Background: an optimization exercise with open tools, aiming at small area and a short achievable clock period. Do not read the settings as production practice.
In this exercise RTL edits were held to simulation tests only and were not proved equivalent to the original.

## flow/design.v (module list and top-level ports; edited modules follow where they fit)
// module gardner_ted: 786 lines
// module loop_filter_pi: 40 lines
// module symbol_nco: 32 lines
// module timing_recovery_top: 39 lines
module timing_recovery_top (
  input  logic               clk,
  input  logic               reset_n,
  input  logic [31:0]        sample_i,     
  output logic [31:0]        sym_o,        
  output logic               sym_valid_o,
  output logic [18:0]        err_o,        
  output logic signed [11:0] ctrl_o
);
  // ...
==> flow/run.sh <==
#!/bin/bash
# synth_recipe.tcl (not shown) runs the flow's synth.tcl, then flattens the netlist and writes it again
# the make line also repeats each setting of config.mk as NAME=value (left out here)
make -C /OpenROAD-flow-scripts/flow DESIGN_CONFIG=/design/flow/config.mk WORK_HOME=/design/flow/orfs CLKGATE_MAP_FILE= SYNTH_SCRIPT=/design/flow/synth_recipe.tcl finish
==> flow/config.mk <==
export PLATFORM = sky130hd
export DESIGN_NAME = timing_recovery_top
export DESIGN_NICKNAME = timing_recovery_top
export VERILOG_FILES = /design/flow/design.v
export SDC_FILE = /design/flow/constraint.sdc
export NUM_CORES = 4
export LEC_CHECK = 0
export CAP_MARGIN = 20
export CORE_MARGIN = 2
export CORE_UTILIZATION = 40
export SETUP_SLACK_MARGIN = 5
export SLEW_MARGIN = 20
==> flow/constraint.sdc <==
create_clock -name core_clock -period 12.0 [get_ports {clk}]
set_input_delay 2.4000 -clock core_clock [delete_from_list [all_inputs] [get_ports {clk}]]
set_output_delay 2.4000 -clock core_clock [all_outputs]
set_load 0.01 [all_outputs]
==> results.sh, run 1 <==
export IMPL_inv_count=234
export IMPL_grt_util_met2_pct=36.54
export IMPL_clockBufferCount=72
export IMPL_drt_vias_per_instance=5.227
export IMPL_ctsResizeCount=3
export IMPL_syn_inst=2489
export IMPL_grt_max_degree=53
export IMPL_syn_area_per_cell_um2=10.17
export IMPL_fp_coreArea_mm2=0.06285
export IMPL_rr_worst_depth=23
export IMPL_register_area_mm2=0.009413
export IMPL_rr_endpoint="u_lf.ctrl_q[8]"
export IMPL_status="finished clean"
export IMPL_grt_setup_unrepaired="yes"
export IMPL_async_reset_ff_share_pct=0
export IMPL_cp_slowest_cell="clkdlybuf4s50_1"
export IMPL_crit_fanout=6
export IMPL_cts_tree="yes"
export IMPL_synth_compound_area_share_pct=12.06
export IMPL_floorplan_die_height_um=255.5
export IMPL_yosys_area_share_simple_pct=8.820
export IMPL_post_route_period_util_pct=57.16
==> module loop_filter_pi, before the edit <==
module loop_filter_pi (
  input  logic               clk,
  input  logic               reset_n,
  input  logic [18:0]        err_i,    
  output logic signed [11:0] ctrl_o
);
  logic signed [17:0] err;
  logic signed [9:0]  a;       
  logic signed [13:0] b;       
  logic signed [11:0] integ, integ_nxt, ctrl_q, ctrl_nxt;
  logic signed [12:0] isum;
  logic signed [14:0] s1, s2, s3;
  logic               ovp, ovn;
  assign err = err_i[18:1];
  assign a   = err[17:8];
  assign b   = err[17:4];
  assign isum = integ + a;
  assign ovp  = (isum[12:11] == 2'b01);
  assign ovn  = (isum[12:11] == 2'b10);
  assign integ_nxt = ovp ? 12'sd2047 : ovn ? -12'sd2048 : isum[11:0];
  function automatic logic signed [11:0] sat12(input logic signed [14:0] x);
    if (x > 15'sd2047)       sat12 = 12'sd2047;
    else if (x < -15'sd2048) sat12 = -12'sd2048;
    else                     sat12 = x[11:0];
  endfunction
  assign s1 = b + integ + a;        
  assign s2 = b + 15'sd2047;        
  assign s3 = b - 15'sd2048;        
  assign ctrl_nxt = ovp ? sat12(s2) : ovn ? sat12(s3) : sat12(s1);
  always_ff @(posedge clk) begin
    if (!reset_n) begin
      integ  <= '0;
      ctrl_q <= '0;
    end else if (err_i[0]) begin
      integ  <= integ_nxt;
      ctrl_q <= ctrl_nxt;
    end
  end
  assign ctrl_o = ctrl_q;
endmodule
==> module symbol_nco, before the edit <==
module symbol_nco (
  input  logic               clk,
  input  logic               reset_n,
  input  logic signed [11:0] ctrl_i,        
  output logic               sym_strobe_o,  
  output logic               p_load_o       
);
  localparam int MOD = 81920;   
  logic [16:0] phase;
  logic [12:0] incr;
  logic [16:0] sum;
  logic        wrap;
  logic        strobe_q;
  logic [17:0] ahead;
  logic        load_q;
  assign incr = 13'd4096 + {ctrl_i[11], ctrl_i};   
  assign sum  = phase + 17'(incr);                 
  assign wrap = (sum >= 17'(MOD));
  assign ahead = 18'(phase) + 18'({incr, 1'b0}) + 18'({incr, 3'b000});
  always_ff @(posedge clk) begin
    if (!reset_n) begin
      phase    <= '0;
      strobe_q <= 1'b0;
    end else begin
      phase    <= wrap ? 17'(sum - 17'(MOD)) : sum;
      strobe_q <= wrap;
    end
    load_q <= (ahead < 18'(MOD));
  end
  assign sym_strobe_o = strobe_q;
  assign p_load_o     = load_q;
endmodule
==> module timing_recovery_top, before the edit <==
module timing_recovery_top (
  input  logic               clk,
  input  logic               reset_n,
  input  logic [31:0]        sample_i,     
  output logic [31:0]        sym_o,        
  output logic               sym_valid_o,
  output logic [18:0]        err_o,        
  output logic signed [11:0] ctrl_o
);
  logic               sym_strobe;   
  logic               p_load;       
  logic [18:0]        err;          
  logic signed [11:0] ctrl;         
  gardner_ted u_ted (
    .clk          (clk),
    .reset_n      (reset_n),
    .sample_i     (sample_i),
    .sym_strobe_i (sym_strobe),
    .p_load_i     (p_load),
    .err_o        (err),
    .sym_o        (sym_o),
    .sym_valid_o  (sym_valid_o)
  );
  loop_filter_pi u_lf (
    .clk     (clk),
    .reset_n (reset_n),
    .err_i   (err),
    .ctrl_o  (ctrl)
  );
  symbol_nco u_nco (
    .clk          (clk),
    .reset_n      (reset_n),
    .ctrl_i       (ctrl),
    .sym_strobe_o (sym_strobe),
    .p_load_o     (p_load)
  );
  assign err_o  = err;
  assign ctrl_o = ctrl;
endmodule
==> inputs of run 2 (changes only) <==
--- a/flow/design.v
+++ b/flow/design.v
@@ -1,34 +1,32 @@
 `timescale 1ns/100ps
 `default_nettype none
 module gardner_ted (
   input  logic        clk,
   input  logic        reset_n,
   input  logic [31:0] sample_i,       
   input  logic        sym_strobe_i,   
-  input  logic        p_load_i,       
+  input  logic        hp_load_i,      
   output logic [18:0] err_o,          
   output logic [31:0] sym_o,          
   output logic        sym_valid_o
 );
-  logic [31:0] dline [1:9];
-  logic [31:0] p_q;     
+  logic [31:0] dline [1:10];
   logic [20:0] hp_q;    
   always_ff @(posedge clk) begin
     dline[1] <= sample_i;
-    for (int k = 2; k <= 9; k++) dline[k] <= dline[k-1];
-    if (p_load_i) p_q <= dline[9];
+    for (int k = 2; k <= 10; k++) dline[k] <= dline[k-1];
   end
   logic        stb;
   logic [31:0] dg, mm;
   logic [15:0] g_i, g_q, m_i, m_q;
   assign stb = sym_strobe_i;
-  assign dg  = stb ? dline[9] : p_q;
-  assign mm  = stb ? sample_i : dline[7];
+  assign dg  = stb ? dline[9] : dline[10];
+  assign mm  = sample_i;
   assign g_i = dg[31:16];
   assign g_q = dg[15:0];
   assign m_i = mm[31:16];
   assign m_q = mm[15:0];
   logic [7:0] one_i, two_i, neg_i, one_q, two_q, neg_q;
   always_comb begin
     for (int k = 0; k < 8; k++) begin
       logic b0, b1, b2;
@@ -771,17 +769,17 @@
     t_q[61] <= x603;
     t_q[62] <= x604;
     t_q[63] <= x605;
     t_q[64] <= x606;
     t_q[65] <= x607;
     t_q[66] <= x608;
     t_q[67] <= x609;
     t_q[68] <= x610;
-    hp_q <= err_full;
+    if (hp_load_i) hp_q <= err_full;
   end
   always_ff @(posedge clk) begin
     if (!reset_n) vld_q <= 1'b0;
     else          vld_q <= stb;
   end
   assign err_o       = {err_full[20:3], vld_q};
   assign sym_o       = dline[1];
   assign sym_valid_o = vld_q;
@@ -791,38 +789,24 @@
 `default_nettype none
 module loop_filter_pi (
   input  logic               clk,
   input  logic               reset_n,
   input  logic [18:0]        err_i,    
   output logic signed [11:0] ctrl_o
 );
   logic signed [17:0] err;
-  logic signed [9:0]  a;       
-  logic signed [13:0] b;       
-  logic signed [11:0] integ, integ_nxt, ctrl_q, ctrl_nxt;
   logic signed [12:0] isum;
-  logic signed [14:0] s1, s2, s3;
-  logic               ovp, ovn;
+  logic signed [11:0] integ, integ_nxt, ctrl_nxt, ctrl_q;
+  logic signed [14:0] csum;
   assign err = err_i[18:1];
-  assign a   = err[17:8];
-  assign b   = err[17:4];
-  assign isum = integ + a;
-  assign ovp  = (isum[12:11] == 2'b01);
-  assign ovn  = (isum[12:11] == 2'b10);
-  assign integ_nxt = ovp ? 12'sd2047 : ovn ? -12'sd2048 : isum[11:0];
-  function automatic logic signed [11:0] sat12(input logic signed [14:0] x);
-    if (x > 15'sd2047)       sat12 = 12'sd2047;
-    else if (x < -15'sd2048) sat12 = -12'sd2048;
-    else                     sat12 = x[11:0];
-  endfunction
-  assign s1 = b + integ + a;        
-  assign s2 = b + 15'sd2047;        
-  assign s3 = b - 15'sd2048;        
-  assign ctrl_nxt = ovp ? sat12(s2) : ovn ? sat12(s3) : sat12(s1);
+  assign isum      = integ + (err >>> 8);
+  assign integ_nxt = (isum > 13'sd2047) ? 12'sd2047 : (isum < -13'sd2048) ? -12'sd2048 : isum[11:0];
+  assign csum      = (err >>> 4) + integ_nxt;
+  assign ctrl_nxt  = (csum > 15'sd2047) ? 12'sd2047 : (csum < -15'sd2048) ? -12'sd2048 : csum[11:0];
   always_ff @(posedge clk) begin
     if (!reset_n) begin
       integ  <= '0;
       ctrl_q <= '0;
     end else if (err_i[0]) begin
       integ  <= integ_nxt;
       ctrl_q <= ctrl_nxt;
     end
@@ -832,78 +816,78 @@
 `default_nettype wire
 `timescale 1ns/100ps
 `default_nettype none
 module symbol_nco (
   input  logic               clk,
   input  logic               reset_n,
   input  logic signed [11:0] ctrl_i,        
   output logic               sym_strobe_o,  
-  output logic               p_load_o       
+  output logic               hp_load_o      
 );
   localparam int MOD = 81920;   
   logic [16:0] phase;
   logic [12:0] incr;
   logic [16:0] sum;
   logic        wrap;
   logic        strobe_q;
   logic [17:0] ahead;
-  logic        load_q;
+  logic [2:0]  la_q;    
   assign incr = 13'd4096 + {ctrl_i[11], ctrl_i};   
   assign sum  = phase + 17'(incr);                 
   assign wrap = (sum >= 17'(MOD));
   assign ahead = 18'(phase) + 18'({incr, 1'b0}) + 18'({incr, 3'b000});
   always_ff @(posedge clk) begin
     if (!reset_n) begin
       phase    <= '0;
       strobe_q <= 1'b0;
     end else begin
       phase    <= wrap ? 17'(sum - 17'(MOD)) : sum;
       strobe_q <= wrap;
     end
-    load_q <= (ahead < 18'(MOD));
+    la_q <= {la_q[1:0], (ahead < 18'(MOD))};
   end
   assign sym_strobe_o = strobe_q;
-  assign p_load_o     = load_q;
+  assign hp_load_o    = la_q[2];
 endmodule
 `default_nettype wire
 `timescale 1ns/100ps
 `default_nettype none
 module timing_recovery_top (
   input  logic               clk,
   input  logic               reset_n,
   input  logic [31:0]        sample_i,     
   output logic [31:0]        sym_o,        
   output logic               sym_valid_o,
   output logic [18:0]        err_o,        
   output logic signed [11:0] ctrl_o
 );
   logic               sym_strobe;   
-  logic               p_load;       
+  logic               hp_load;       
   logic [18:0]        err;          
   logic signed [11:0] ctrl;         
   gardner_ted u_ted (
     .clk          (clk),
     .reset_n      (reset_n),
     .sample_i     (sample_i),
     .sym_strobe_i (sym_strobe),
-    .p_load_i     (p_load),
+    .hp_load_i     (hp_load),
     .err_o        (err),
     .sym_o        (sym_o),
     .sym_valid_o  (sym_valid_o)
   );
   loop_filter_pi u_lf (
     .clk     (clk),
     .reset_n (reset_n),
     .err_i   (err),
     .ctrl_o  (ctrl)
   );
   symbol_nco u_nco (
     .clk          (clk),
     .reset_n      (reset_n),
     .ctrl_i       (ctrl),
     .sym_strobe_o (sym_strobe),
-    .p_load_o     (p_load)
+    .hp_load_o     (hp_load)
   );
   assign err_o  = err;
   assign ctrl_o = ctrl;
 endmodule
 `default_nettype wire
==> flow/flow/run.sh (new file) <==
#!/bin/bash
set -euo pipefail
bash standard.sh SETUP_SLACK_MARGIN=7 finish > standard_flow.log 2>&1
==> flow/standard.sh (new file) <==
#!/bin/bash
# synth_recipe.tcl (not shown) runs the flow's synth.tcl, then flattens the netlist and writes it again
# the make line also repeats each setting of config.mk as NAME=value (left out here)
make -C /OpenROAD-flow-scripts/flow DESIGN_CONFIG=/design/flow/config.mk WORK_HOME=/design/flow/orfs CLKGATE_MAP_FILE= SYNTH_SCRIPT=/design/flow/synth_recipe.tcl "${@:-finish}"
==> flow/config.mk (replaced) <==
export PLATFORM = sky130hd
export DESIGN_NAME = timing_recovery_top
export DESIGN_NICKNAME = timing_recovery_top
export VERILOG_FILES = /design/flow/design.v
export SDC_FILE = /design/flow/constraint.sdc
export NUM_CORES = 4
export LEC_CHECK = 0
export CAP_MARGIN = 20
export CORE_MARGIN = 2
export CORE_UTILIZATION = 40
export SLEW_MARGIN = 20
removed: flow/run.sh
==> results.sh, run 2 <==
export IMPL_status="finished clean"
export IMPL_regMostFlops="u_ted.dline"
export IMPL_die_x_um=245.2
export IMPL_synthesis_area_mm2=0.02326
export IMPL_synth_compound_area_share_pct=12.18
export IMPL_multi_input_area_mm2=0.01415
export IMPL_route_detailed_wl_per_inst_um=19.65
export IMPL_nets=2651
export IMPL_cts_sinks=456
export IMPL_fp_coreArea_mm2=0.05759
export IMPL_fill_cells=5045
export IMPL_cp_slowest_cell="fa_1"
export IMPL_dieArea_mm2=0.06010
export IMPL_synth_top_family_by_area="adder cells"
export IMPL_syn_to_final_growth_pct=25.35
export IMPL_synth_xor_area_share_pct=9.865
export IMPL_insertion_delay_ps=600
export IMPL_grt_setup_unrepaired="yes"
export IMPL_seq_area_frac_synth_pct=40.15
export IMPL_cts_tree="yes"
export IMPL_cts_made_buffers=48
export IMPL_synth_ff_type="dfxtp_1"
export IMPL_start_kind="register"
export IMPL_hpwl_um=42550
export IMPL_reg_largest_list="u_ted.dline x320, u_ted.t_q x69, u_ted.hp_q x21"
export IMPL_worstPathBufferInverterCount=7
export IMPL_ant_nets=0
export IMPL_setup_tns_ps=0
export IMPL_dr_pass1_iters=5
export IMPL_final_common_cell="dfxtp_1"
export IMPL_cts_root_buffer="clkbuf_16"
export IMPL_fmax_mhz=138.0
export IMPL_ys_warn_count=4
export IMPL_hp_class="reg2reg"
export IMPL_num_rows=88
export IMPL_worstSetupPathType="reg2reg"
export IMPL_drc_errors=0
export IMPL_cts_htree_levels=2
export IMPL_io_pins=98
export IMPL_cp_data_arrival_time_ps=7750
export IMPL_yosysTopAreaCell="dfxtp_1"
export IMPL_vias=16110
export IMPL_final_layout_size_suffix_gt1_share_pct=24.79
export IMPL_antenna_found_initial=0
export IMPL_muxShareOfSynthArea_pct=2.211
export IMPL_yosys_area_share_simple_pct=6.718
export IMPL_grt_total_usage_pct=20.27
export IMPL_cp_slowest_stage_delay_ps=540
export IMPL_drt_iter0_drc=999
export IMPL_synth_edf_count=21
export IMPL_n_antenna_cell=0
export IMPL_finalCriticalPeriod_ps=7244
export IMPL_syn_inst=2129
export IMPL_synth_nets=2475
export IMPL_worst_pin_slew_ps=856.2
export IMPL_drt_vias_per_instance=5.183
export IMPL_clk_pin_slew_ps=60
export IMPL_yosys_top_cells_area="dfxtp_1, fa_1, ha_1, xnor2_1, a22oi_1"
export IMPL_port_buffers=97
export IMPL_async_reset_ff_share_pct=0
export IMPL_maxSlewViolCount=0
export IMPL_hold_violations=0
export IMPL_grt_pass1_vias=16700
export IMPL_largest_reg_flops=320
export IMPL_post_route_period_util_pct=60.37
export IMPL_ys_seq_elements=456
export IMPL_start_util_pct=40.39
export IMPL_crit_fanout=11
export IMPL_ys_types=66
export IMPL_postCtsHoldBufs=0
export IMPL_gr_total_overflow=0
export IMPL_syn_area_per_cell_um2=10.93
export IMPL_yosys_area_share_adder_pct=23.17
export IMPL_ys_top_cells_by_count="dfxtp_1, inv_1, fa_1, a22oi_1, xnor2_1"
export IMPL_grt_max_degree=37
export IMPL_end_kind="register"
export IMPL_path_delay_family="compound AO/OA/AOI/OAI gates"
export IMPL_finalSetupViolations=0
export IMPL_floorplan_die_height_um=245.2
export IMPL_place_congestion=0.8942
export IMPL_cap_violations=0
export IMPL_register_area_mm2=0.009344
export IMPL_cp_required_ps=12510
export IMPL_clock_path_buffers=3
export IMPL_mostFrequentLayoutCells="dfxtp_1, inv_1, xnor2_1"
export IMPL_grt_first_pass_wirelength_um=94210
export IMPL_clock_skew_ps=18.23
export IMPL_post_route_util_pct=50.63
export IMPL_yosysMostFrequentCell="dfxtp_1"
export IMPL_wl_um=61100
export IMPL_slew_headroom_pct=42.51
export IMPL_synth_top_area_share_pct=37.44
[run 2: changes by cell type in the layout (fill, tap and decap cells not counted), sizes merged, moves of 30 or more]
cell	delta
o21ai	-174
nand2	-167
buf	+163
a22oi	+136
xnor2	-53
clkdlybuf4s50	-49
xor2	+46
a21oi	-40
mux2	-30
[run 2: metrics by stage]
step	cell area, µm²	hold WS (ps)	setup slack [ps]	std cells
after floorplan	23950	309.6	5134	2129
after global placement	25250	309.6	3481	2897
after detailed placement	25250	312.1	3162	2897
after CTS	28160	320.1	4901	3051
after global routing	29160	324.1	4540	3109
final	29160	320.3	4756	3109
[run 2: area by class of cell]
class,count,share of cell area (%)
multi-input cells,1343,48.53
inverters,209,2.716
well taps,765,3.283
repair buffers,247,8.003
clock inverters,20,0.7553
clock buffers,69,4.665
flip-flops and latches,456,32.05
[run 2: cells by family (layout without fill, tap and decap cells)]
kind of cell               count (synthesis)  count (layout)
DFF                                      456             456
AOI/OAI and AO/OA                        401             402
buffers and inverters                    332             545
and+or+nand+nor                          316             316
adders and majority gates                312             312
xor gates and xnor gates                 262             262
muxes                                     50              51
[run 2: what timing repair did]
action | 4_1_cts | 5_1_grt
buffers inserted | 62 | 57
resized for setup | 405 | 149
pin swaps | 94 | 72
cloned | 3 | 1
setup endpoints to repair | 79 | 58
[run 2: worst paths after layout]
path	from	endpoint	slack (ps)	cells after the start
min reg2reg	u_ted.dline[4][22]	u_ted.dline[5][22]	320	0
max reg2reg	u_ted.t_q[5]	u_lf.ctrl_q[5]	4760	33
min	u_ted.dline[4][22]	u_ted.dline[5][22]	320	0
max	u_ted.t_q[5]	u_lf.ctrl_q[5]	4760	33
[run 2: metal layers]
| layer | wire length [µm] | vias up | track usage [%] |
|---|---|---|---|
| li1 | - | 7488 | - |
| met1 | 27240 | 8033 | 27.23 |
| met2 | 27880 | 475 | 32.06 |
| met3 | 3636 | 118 | 4.242 |
| met4 | 2344 | 0 | 7.694 |
| met5 | 0 | - | 0 |
==> inputs of run 3 (changes only) <==
==> flow/run.sh (new file) <==
#!/bin/bash
# synth_recipe.tcl (not shown) runs the flow's synth.tcl, then flattens the netlist and writes it again
# the make line also repeats each setting of config.mk as NAME=value (left out here)
make -C /OpenROAD-flow-scripts/flow DESIGN_CONFIG=/design/flow/config.mk WORK_HOME=/design/flow/orfs CLKGATE_MAP_FILE= SYNTH_SCRIPT=/design/flow/synth_recipe.tcl finish
--- a/flow/config.mk
+++ b/flow/config.mk
@@ -10,2 +10,3 @@
 export CORE_UTILIZATION = 40
+export SETUP_SLACK_MARGIN = 5
 export SLEW_MARGIN = 20
removed: flow/flow/run.sh
removed: flow/standard.sh
==> results.sh, run 3 <==
export IMPL_status="finished clean"
export IMPL_cts_root_buffer="clkbuf_16"
export IMPL_hpwl_um=43620
export IMPL_gr_total_overflow=0
export IMPL_cts_sinks=456
export IMPL_drt_iter0_drc=1104
export IMPL_synth_top_area_share_pct=37.44
export IMPL_holdCritStartpoint="u_ted.dline[2][6]"
export IMPL_end_kind="register"
export IMPL_grt_pass1_vias=16460
export IMPL_synth_nets=2475
export IMPL_cts_made_buffers=49
export IMPL_clock_path_buffers=3
export IMPL_synth_edf_count=21
export IMPL_worstSetupPathType="reg2reg"
export IMPL_seq_area_frac_synth_pct=40.15
export IMPL_timing_rr_start="u_ted.t_q[5]"
export IMPL_drt_vias_per_instance=5.182
export IMPL_grt_setup_unrepaired="yes"
export IMPL_antenna_found_initial=1
export IMPL_reg_largest_list="u_ted.dline x320, u_ted.t_q x69, u_ted.hp_q x21"
export IMPL_route_detailed_wl_per_inst_um=19.74
export IMPL_final_cells=3040
export IMPL_insertion_delay_ps=590
export IMPL_syn_inst=2129
export IMPL_ff2ff_setup_slack_ps=4780
export IMPL_worst_pin_slew_ps=1161
export IMPL_start_util_pct=40.39
export IMPL_cts_tree="yes"
export IMPL_async_reset_ff_share_pct=0
export IMPL_synth_ff_type="dfxtp_1"
export IMPL_cp_data_arrival_time_ps=7710
export IMPL_cp_slowest_cell="fa_1"
export IMPL_ant_nets=0
export IMPL_setup_tns_ps=0
export IMPL_n_antenna_cell=0
export IMPL_grt_max_degree=42
export IMPL_largest_reg_flops=320
export IMPL_yosysMostFrequentCell="dfxtp_1"
export IMPL_ys_warn_count=4
export IMPL_cp_required_ps=12490
export IMPL_whs_endpoint="u_ted.dline[3][6]"
export IMPL_die_x_um=245.2
export IMPL_yosys_top_cells_area="dfxtp_1, fa_1, ha_1, xnor2_1, a22oi_1"
export IMPL_postCtsHoldBufs=0
export IMPL_floorplan_die_height_um=245.2
export IMPL_start_kind="register"
export IMPL_nets=2583
export IMPL_hold_violations=0
export IMPL_crit_fanout=6
export IMPL_cap_violations=0
export IMPL_rr_worst_depth=33
export IMPL_regMostFlops="u_ted.dline"
export IMPL_clock_skew_ps=18.21
export IMPL_finalSetupViolations=0
export IMPL_final_common_cell="dfxtp_1"
export IMPL_cts_htree_levels=2
export IMPL_hp_class="reg2reg"
export IMPL_synthesis_area_mm2=0.02326
export IMPL_whs_path_depth=0
export IMPL_slew_headroom_pct=22.36
export IMPL_port_buffers=97
export IMPL_num_rows=88
export IMPL_wl_um=60020
export IMPL_maxSlewViolCount=0
export IMPL_rr_endpoint="u_lf.ctrl_q[6]"
export IMPL_ys_types=66
export IMPL_fmax_mhz=138.6
export IMPL_fp_coreArea_mm2=0.05759
export IMPL_fill_cells=5162
export IMPL_yosysTopAreaCell="dfxtp_1"
export IMPL_final_layout_size_suffix_gt1_share_pct=12.57
export IMPL_dr_pass1_iters=5
export IMPL_grt_first_pass_wirelength_um=94090
export IMPL_mostFrequentLayoutCells="dfxtp_1, inv_1, fa_1"
export IMPL_whs_ps=319.4
export IMPL_vias=15750
export IMPL_cp_slowest_stage_delay_ps=550
export IMPL_post_route_period_util_pct=60.14
export IMPL_ys_top_cells_by_count="dfxtp_1, inv_1, fa_1, a22oi_1, xnor2_1"
export IMPL_syn_area_per_cell_um2=10.93
export IMPL_syn_to_final_growth_pct=19.81
export IMPL_drc_errors=0
export IMPL_path_common_cell="a21o_1"
export IMPL_clk_pin_slew_ps=60
export IMPL_grt_total_usage_pct=20.26
export IMPL_place_congestion=0.9172
export IMPL_dp_cells=2896
export IMPL_dieArea_mm2=0.06010
export IMPL_finalCriticalPeriod_ps=7217
export IMPL_multi_input_area_mm2=0.01327
export IMPL_io_pins=98
export IMPL_ys_seq_elements=456
export IMPL_register_area_mm2=0.009343
==> run 3: cell counts after synthesis <==
Identical to the previous run, type by type.
==> run 3: cells by family after synthesis <==
group                      synth area share [%]
muxes                                     2.211
buffers and inverters                     5.707
DFF                                       40.15
adders and majority gates                 23.17
and+or+nand+nor                           6.718
AOI/OAI and AO/OA                         12.18
xor gates and xnor gates                  9.865
==> run 3: layer usage <==
metal / global-route usage [%] / part of all wire [%] / up-vias
met4: 7.927 / 3.6 / 0
li1: - / - / 7347
met2: 31.75 / 45 / 496
met5: 0 / 0 / -
met3: 5.871 / 7.8 / 105
met1: 26.32 / 44 / 7804
==> run 3: what timing repair did <==
| action | CTS | global route |
|---|---|---|
| resized for setup | 66 | 46 |
| setup endpoints to repair | 20 | 15 |
| cloned | 2 | 1 |
| buffers inserted | 33 | 19 |
| pin swaps | 52 | 36 |
==> run 3: worst max path at each step <==
| stage | start | to | slack (ps) |
|---|---|---|---|
| after floorplan | u_ted.t_q[3] | u_lf.ctrl_q[10] | 5000 |
| after global placement | u_ted.t_q[3] | u_lf.ctrl_q[0] | 3200 |
| after detailed placement | u_ted.t_q[3] | u_lf.ctrl_q[6] | 2930 |
| after CTS | u_ted.t_q[5] | u_lf.ctrl_q[7] | 4840 |
| after global routing | u_ted.t_q[5] | u_lf.ctrl_q[1] | 4470 |
| final | u_ted.t_q[5] | u_lf.ctrl_q[6] | 4780 |
==> run 3: critical path, delay by kind of cell, from the launching register on <==
| family | cells | cell delay [ps] |
|---|---|---|
| and+or+nand+nor | 5 | 860 |
| xor gates and xnor gates | 1 | 180 |
| AOI/OAI and AO/OA | 18 | 3910 |
| DFF | 1 | 320 |
| adders and majority gates | 5 | 1550 |
| buffers and inverters | 4 | 270 |
==> run 3: final cells by class <==
class / count / area share (%)
multi-input combinational: 1342 / 47.61
sequential: 456 / 33.52
timing repair buffer: 179 / 5.913
clock buffer: 68 / 5.387
tap: 765 / 3.435
inverter: 209 / 2.815
clock inverter: 21 / 1.315
==> run 3: per-stage QoR <==
stage	util (%)	area [µm²]	setup slack (ps)
final	48.40	27870	4783
after global routing	48.40	27870	4475
after CTS	47.61	27420	4844
after detailed placement	43.25	24900	2933
after global placement	43.25	24900	3204
after floorplan	-	23310	5002
==> inputs of run 4 (changes only) <==
==> flow/flow/run.sh (new file) <==
#!/bin/bash
# The standard layout (the standard.sh) with two changes: synthesis leaves
# adders to ABC instead of mapping them onto full/half-adder cells first
# (ADDER_MAP_FILE empty; registers are mapped exactly as in the standard
# synthesis), and the timing repair steps aim for 5 ns of setup slack.
set -euo pipefail
bash standard.sh ADDER_MAP_FILE= SETUP_SLACK_MARGIN=5 finish > standard_flow.log 2>&1
==> flow/standard.sh (new file) <==
#!/bin/bash
# synth_recipe.tcl (not shown) runs the flow's synth.tcl, then flattens the netlist and writes it again
# the make line also repeats each setting of config.mk as NAME=value (left out here)
make -C /OpenROAD-flow-scripts/flow DESIGN_CONFIG=/design/flow/config.mk WORK_HOME=/design/flow/orfs CLKGATE_MAP_FILE= SYNTH_SCRIPT=/design/flow/synth_recipe.tcl "${@:-finish}"
--- a/flow/config.mk
+++ b/flow/config.mk
@@ -10,3 +10,2 @@
 export CORE_UTILIZATION = 40
-export SETUP_SLACK_MARGIN = 5
 export SLEW_MARGIN = 20
removed: flow/run.sh
==> results.sh, run 4 <==
export IMPL_status="finished clean"
export IMPL_crit_path_cell_trace="xnor3_1, a21boi_1, o31ai_4, nand3_2, o211ai_4, o221ai_1, o21ai_0, nor2b_1, inv_1, clkdlybuf4s50_1"
export IMPL_antenna_found_initial=0
export IMPL_hpwl_um=51180
export IMPL_vias=19560
export IMPL_slew_headroom_pct=26.26
export IMPL_start_util_pct=40.44
export IMPL_yosysTopAreaCell="dfxtp_1"
export IMPL_fin_area_mm2=0.02907
export IMPL_finalSetupViolations=0
export IMPL_hp_class="reg2reg"
export IMPL_grt_util_met2_pct=33.30
export IMPL_clock_skew_ps=24.33
export IMPL_place_area_mm2=0.02718
export IMPL_cp_slowest_stage_delay_ps=590
export IMPL_maxSlewViolCount=0
export IMPL_die_x_um=256.3
export IMPL_wl_um=68620
export IMPL_syn_area_per_cell_um2=9.283
export IMPL_grt_use_met1_pct=25.79
export IMPL_n_antenna_cell=0
export IMPL_ys_seq_elements=456
export IMPL_start_kind="register"
export IMPL_port_buffers=97
export IMPL_rr_worst_depth=23
export IMPL_synth_nets=2777
export IMPL_yosys_top_cells_area="dfxtp_1, xnor2_1, maj3_1, xor2_1, a221oi_1"
export IMPL_nets=2800
export IMPL_final_layout_size_suffix_gt1_share_pct=7.876
export IMPL_insertion_delay_ps=610
export IMPL_grt_pass1_vias=18720
export IMPL_dieArea_mm2=0.06569
export IMPL_ant_nets=0
export IMPL_synthesis_area_mm2=0.02546
export IMPL_gr_total_overflow=0
export IMPL_setup_tns_ps=0
export IMPL_final_common_cell="xnor2_1"
export IMPL_floorplan_die_height_um=256.3
export IMPL_cp_slowest_cell="nor2b_1"
export IMPL_synth_top_area_share_pct=34.20
export IMPL_drc_errors=0
export IMPL_cp_data_arrival_time_ps=4290
export IMPL_hold_violations=0
export IMPL_cts_htree_levels=2
export IMPL_synth_edf_count=21
export IMPL_rr_endpoint="u_lf.ctrl_q[10]"
export IMPL_ys_top_cells_by_count="xnor2_1, dfxtp_1, nor2_1, nand2_1, maj3_1"
export IMPL_num_rows=92
export IMPL_synth_ff_type="dfxtp_1"
export IMPL_reg_largest_list="u_ted.dline x320, u_ted.t_q x69, u_ted.hp_q x21"
export IMPL_syn_to_final_growth_pct=14.16
export IMPL_grt_first_pass_wirelength_um=106200
export IMPL_grt_max_degree=38
export IMPL_grt_total_usage_pct=20.39
export IMPL_worstSetupPathType="reg2out"
export IMPL_route_detailed_wl_per_inst_um=18.79
export IMPL_post_route_period_util_pct=55.72
export IMPL_cts_sinks=456
export IMPL_timing_rr_start="u_ted.t_q[6]"
export IMPL_dr_pass1_iters=5
export IMPL_cp_endpoint="err_o[11]"
export IMPL_fp_coreArea_mm2=0.06297
export IMPL_cp_required_ps=9600
export IMPL_setup_ws_ps=5314
export IMPL_fmax_mhz=149.6
export IMPL_place_congestion=0.9172
export IMPL_pre_cts_slack_ps=4775
export IMPL_grt_setup_unrepaired="no"
export IMPL_cts_root_buffer="clkbuf_16"
export IMPL_ys_types=89
export IMPL_cts_made_buffers=49
export IMPL_crit_fanout=7
export IMPL_seq_area_frac_synth_pct=36.68
export IMPL_cap_violations=0
export IMPL_largest_reg_flops=320
export IMPL_syn_inst=2743
export IMPL_yosysMostFrequentCell="xnor2_1"
export IMPL_regMostFlops="u_ted.dline"
export IMPL_cts_tree="yes"
export IMPL_clock_path_buffers=3
export IMPL_end_kind="output pin"
export IMPL_io_pins=98
export IMPL_worst_pin_slew_ps=1103
export IMPL_ff2ff_setup_slack_ps=5480
export IMPL_async_reset_ff_share_pct=0
export IMPL_finalCriticalPeriod_ps=6686
export IMPL_ys_warn_count=4
export IMPL_mostFrequentLayoutCells="xnor2_1, dfxtp_1, nor2_1"
export IMPL_drt_vias_per_instance=5.356
export IMPL_drt_iter0_drc=1451
export IMPL_clk_pin_slew_ps=60
export IMPL_use_met3_pct=2.728
export IMPL_crit_path_start="u_ted.t_q[6]"
export IMPL_postCtsHoldBufs=0
export IMPL_busiest_layer="met2"
==> run 4: cell count changes in the layout (fill, tap and decap cells not counted), sizes merged, moves of 114 or more <==
cell | before | now
nand2 | 71 | 192
maj3 | 0 | 181
inv | 215 | 30
a22oi | 169 | 24
xnor2 | 157 | 513
a221oi | 0 | 120
fa | 198 | 0
ha | 114 | 0
nor2 | 89 | 253
==> run 4: kinds of logic after synthesis <==
kind of cell | share of synthesized area (%)
AOI/OAI and AO/OA | 14.51
xor gates and xnor gates | 24.30
adders and majority gates | 7.150
buffers and inverters | 3.287
DFF | 36.68
muxes | 2.865
and+or+nand+nor | 11.21
==> run 4: worst min path at each step <==
stage                       startpoint            endpoint  slack (ps)  cells past startpoint
floorplan                u_nco.la_q[0]       u_nco.la_q[1]         310                      0
global placement     u_ted.dline[8][6]   u_ted.dline[9][6]         310                      0
detailed placement  u_ted.dline[2][28]  u_ted.dline[3][28]         310                      0
CTS                      u_nco.la_q[1]       u_nco.la_q[2]         320                      0
global route        u_ted.dline[7][25]  u_ted.dline[8][25]         320                      0
finish                   u_nco.la_q[1]       u_nco.la_q[2]         310                      0
==> run 4: metrics by stage <==
stage | hold slack [ps] | instances | util [%]
finish | 314.8 | 3652 | 46.16
global route | 318.2 | 3652 | 46.16
CTS | 319.8 | 3650 | 46.11
detailed placement | 312.1 | 3559 | 43.17
global placement | 309.8 | 3558 | 43.15
floorplan | 309.6 | 2743 | -
==> run 4: per-layer routing <==
metal  wire length [µm]  share of wire [%]  up-vias
met2              31230                 46      560
met4               4136                6.0        0
met3               3248                4.7      155
met5                  0                  0        -
li1                   -                  -     9557
met1              30000                 44     9288
==> run 4: final cells by class <==
class                   count  area [µm²]
multi-input cells        2085       15390
clock inverters            30       461.7
clock buffers              61        1374
repair buffers            150        1354
inverters                  24       90.09
flip-flops and latches    456        9343
fillers                  5975       33900
well taps                 846        1059
==> run 4: critical path: cells and delay by family, from the launching register on <==
family | cells | cell delay (ps)
buffers and inverters | 2 | 830
and+or+nand+nor | 2 | 740
DFF | 1 | 430
xor gates and xnor gates | 1 | 390
AOI/OAI and AO/OA | 5 | 1300
==> run 4: what timing repair did <==
| action | in CTS | in global routing |
|---|---|---|
| gates resized for setup | 2 | 4 |
| endpoints found under the setup margin | 12 | 13 |
| setup buffers | 0 | 2 |
| pin swaps | 0 | 1 |
==> inputs of run 5 (changes only) <==
==> flow/flow/run.sh (replaced) <==
#!/bin/bash
# The standard layout (the standard.sh) with two changes: synthesis leaves
# adders to ABC instead of mapping them onto full/half-adder cells first
# (ADDER_MAP_FILE empty; registers are mapped exactly as in the standard
# synthesis), and the timing repair steps aim for 7 ns of setup slack.
set -euo pipefail
bash standard.sh ADDER_MAP_FILE= SETUP_SLACK_MARGIN=7 finish > standard_flow.log 2>&1
==> results.sh, run 5 <==
export IMPL_start_util_pct=40.44
export IMPL_largest_reg_flops=320
export IMPL_cts_root_buffer="clkbuf_16"
export IMPL_path_common_cell="maj3_2"
export IMPL_hold_violations=0
export IMPL_die_x_um=256.3
export IMPL_nets=2939
export IMPL_vias=20600
export IMPL_grt_pass1_vias=19540
export IMPL_setup_tns_ps=0
export IMPL_route_detailed_wl_per_inst_um=20.00
export IMPL_synthesis_area_mm2=0.02546
export IMPL_final_common_cell="xnor2_1"
export IMPL_start_kind="register"
export IMPL_worstSetupPathType="reg2reg"
export IMPL_drc_errors=0
export IMPL_yosysMostFrequentCell="xnor2_1"
export IMPL_finalSetupViolations=0
export IMPL_dieArea_mm2=0.06569
export IMPL_end_kind="register"
export IMPL_grt_total_usage_pct=22.17
export IMPL_grt_first_pass_wirelength_um=114900
export IMPL_cp_data_arrival_time_ps=6570
export IMPL_ys_top_cells_by_count="xnor2_1, dfxtp_1, nor2_1, nand2_1, maj3_1"
export IMPL_status="finished clean"
export IMPL_mostFrequentLayoutCells="xnor2_1, dfxtp_1, nor2_1"
export IMPL_syn_to_final_growth_pct=24.82
export IMPL_crit_path_cell_trace="xor3_2, a21oi_2, o21ai_2, a21oi_2, o211ai_4, buf_12, a211oi_4, buf_12, xnor2_4, maj3_2, maj3_2, maj3_2, a31o_4, a221o_4, buf_4, nor2_2, nor2_1, maj3_1, a222oi_1, xnor2_1, a221o_1"
export IMPL_finalCriticalPeriod_ps=6069
export IMPL_synth_ff_type="dfxtp_1"
export IMPL_cp_required_ps=12500
export IMPL_async_reset_ff_share_pct=0
export IMPL_place_congestion=0.9215
export IMPL_worst_pin_slew_ps=1211
export IMPL_yosys_top_cells_area="dfxtp_1, xnor2_1, maj3_1, xor2_1, a221oi_1"
export IMPL_drt_iter0_drc=1544
export IMPL_post_route_period_util_pct=50.58
export IMPL_gr_total_overflow=0
export IMPL_ys_warn_count=4
export IMPL_crit_fanout=10
export IMPL_fmax_mhz=164.8
export IMPL_clk_pin_slew_ps=70
export IMPL_slew_headroom_pct=18.65
export IMPL_maxSlewViolCount=0
export IMPL_final_layout_size_suffix_gt1_share_pct=21.92
export IMPL_synth_nets=2777
export IMPL_synth_top_area_share_pct=34.20
export IMPL_clock_skew_ps=38.69
export IMPL_fill_cells=5737
export IMPL_regMostFlops="u_ted.dline"
export IMPL_seq_area_frac_synth_pct=36.68
export IMPL_hp_class="reg2reg"
export IMPL_ys_seq_elements=456
export IMPL_wl_um=75790
export IMPL_post_route_util_pct=50.48
export IMPL_clock_path_buffers=3
export IMPL_num_rows=92
export IMPL_synth_edf_count=21
export IMPL_insertion_delay_ps=610
export IMPL_yosysTopAreaCell="dfxtp_1"
export IMPL_cp_slowest_stage_delay_ps=530
export IMPL_cts_tree="yes"
export IMPL_register_area_mm2=0.009380
export IMPL_ys_types=89
export IMPL_drt_vias_per_instance=5.437
export IMPL_cts_htree_levels=2
export IMPL_ant_nets=0
export IMPL_antenna_found_initial=2
export IMPL_cp_slowest_cell="xor3_2"
export IMPL_floorplan_die_height_um=256.3
export IMPL_dr_pass1_iters=6
export IMPL_fp_coreArea_mm2=0.06297
export IMPL_grt_max_degree=42
export IMPL_whs_ps=319.6
export IMPL_port_buffers=97
export IMPL_syn_inst=2743
export IMPL_cap_violations=0
export IMPL_io_pins=98
export IMPL_cts_made_buffers=48
export IMPL_syn_area_per_cell_um2=9.283
export IMPL_grt_setup_unrepaired="yes"
export IMPL_multi_input_area_mm2=0.01690
export IMPL_cts_sinks=456
export IMPL_reg_largest_list="u_ted.dline x320, u_ted.t_q x69, u_ted.hp_q x21"
export IMPL_hpwl_um=53570
## run 5: cell counts after synthesis
No cell type changed its count.
## run 5: area by class of cell
type	count	share of cell area, %
Timing Repair Buffer	289	8.424
Clock inverter	25	0.9251
Antenna cell	1	0.007873
Multi-Input combinational cell	2086	53.17
Sequential cell	456	29.51
Inverter	24	0.3267
Clock buffer	62	4.303
Tap cell	846	3.330
## run 5: final timing paths
kind,from,to,slack (ps),depth (start not counted)
worst min-delay path,u_ted.dline[2][18],u_ted.dline[3][18],320,0
worst max register to register,u_ted.t_q[22],u_lf.ctrl_q[5],5930,21
worst min register to register,u_ted.dline[2][18],u_ted.dline[3][18],320,0
worst max-delay path,u_ted.t_q[22],u_lf.ctrl_q[5],5930,21
## run 5: timing repair
action / 4_1_cts / 5_1_grt
cloned: 1 / 4
setup buffers: 103 / 35
gates resized for setup: 317 / 183
hold buffers: 0 / 0
pin swaps: 85 / 60
endpoints found under the setup margin: 77 / 69
## run 5: cell families after synthesis
kind of cell             after synthesis  synth area share, %
buffers and inverters                202                3.287
AO/OA/AOI/OAI                        514                14.51
flip-flops                           456                36.68
XOR/XNOR                             681                24.30
adder cells (fa/ha/maj)              181                7.150
AND/OR/NAND/NOR                      638                11.21
multiplexers                          71                2.865
## run 5: worst max-delay path: cells and delay by family, from the launching register on
family	cells	cell delay (ps)
buffers and inverters	3	490
AOI/OAI and AO/OA	9	2270
and+or+nand+nor	2	620
DFF	1	330
adders and majority gates	4	1410
xor gates and xnor gates	3	830
## run 5: layer usage
metal	global-route usage [%]	part of all wire, %
met3	3.549	5.9
met1	28.40	43
met2	36.80	46
met5	0	0.017
met4	9.698	4.8
## run 5: stage by stage
step / worst slack (ps) / std cells / cell area (µm²)
floorplan: 6468 / 2743 / 25710
global placement: 5388 / 3556 / 27330
detailed placement: 5342 / 3558 / 27340
CTS: 5999 / 3749 / 30760
global route: 5734 / 3788 / 31780
finish: 5931 / 3789 / 31780

==> static timing again, ports no longer ideal <==
The results above use ideal ports. As a check the final layouts listed here were re-extracted and re-timed, cells and wires unchanged. Step 1, drivers: a clkbuf_16 drives clk and a buf_2 each remaining input, both assumed. Step 2 also shifts input and output timing later by t, the mid clock arrival at the registers, as if the neighbouring blocks saw the same clock. Slacks: ideal ports / drivers / drivers and shift; pairs: ideal ports / drivers.
run | shift t [ns] | setup WS [ns] | worst setup path at the end | slew at the worst register clock pin (ns)
run 1 | 0.646 | 5.141 / 5.081 / 5.029 | input to register | 0.07 / 0.07
run 2 | 0.641 | 4.756 / 4.756 / 4.756 | register to register | 0.07 / 0.07
run 3 | 0.635 | 4.783 / 4.783 / 4.783 | register to register | 0.06 / 0.06
run 4 | 0.659 | 5.314 / 5.250 / 5.477 | input to register | 0.07 / 0.07
run 5 | 0.653 | 5.931 / 5.931 / 5.931 | register to register | 0.07 / 0.07
After both steps every run listed still meets setup and hold. The setup slack of run 1, which loses most, moves by -0.060 ns with the drivers and by -0.112 ns with both steps.
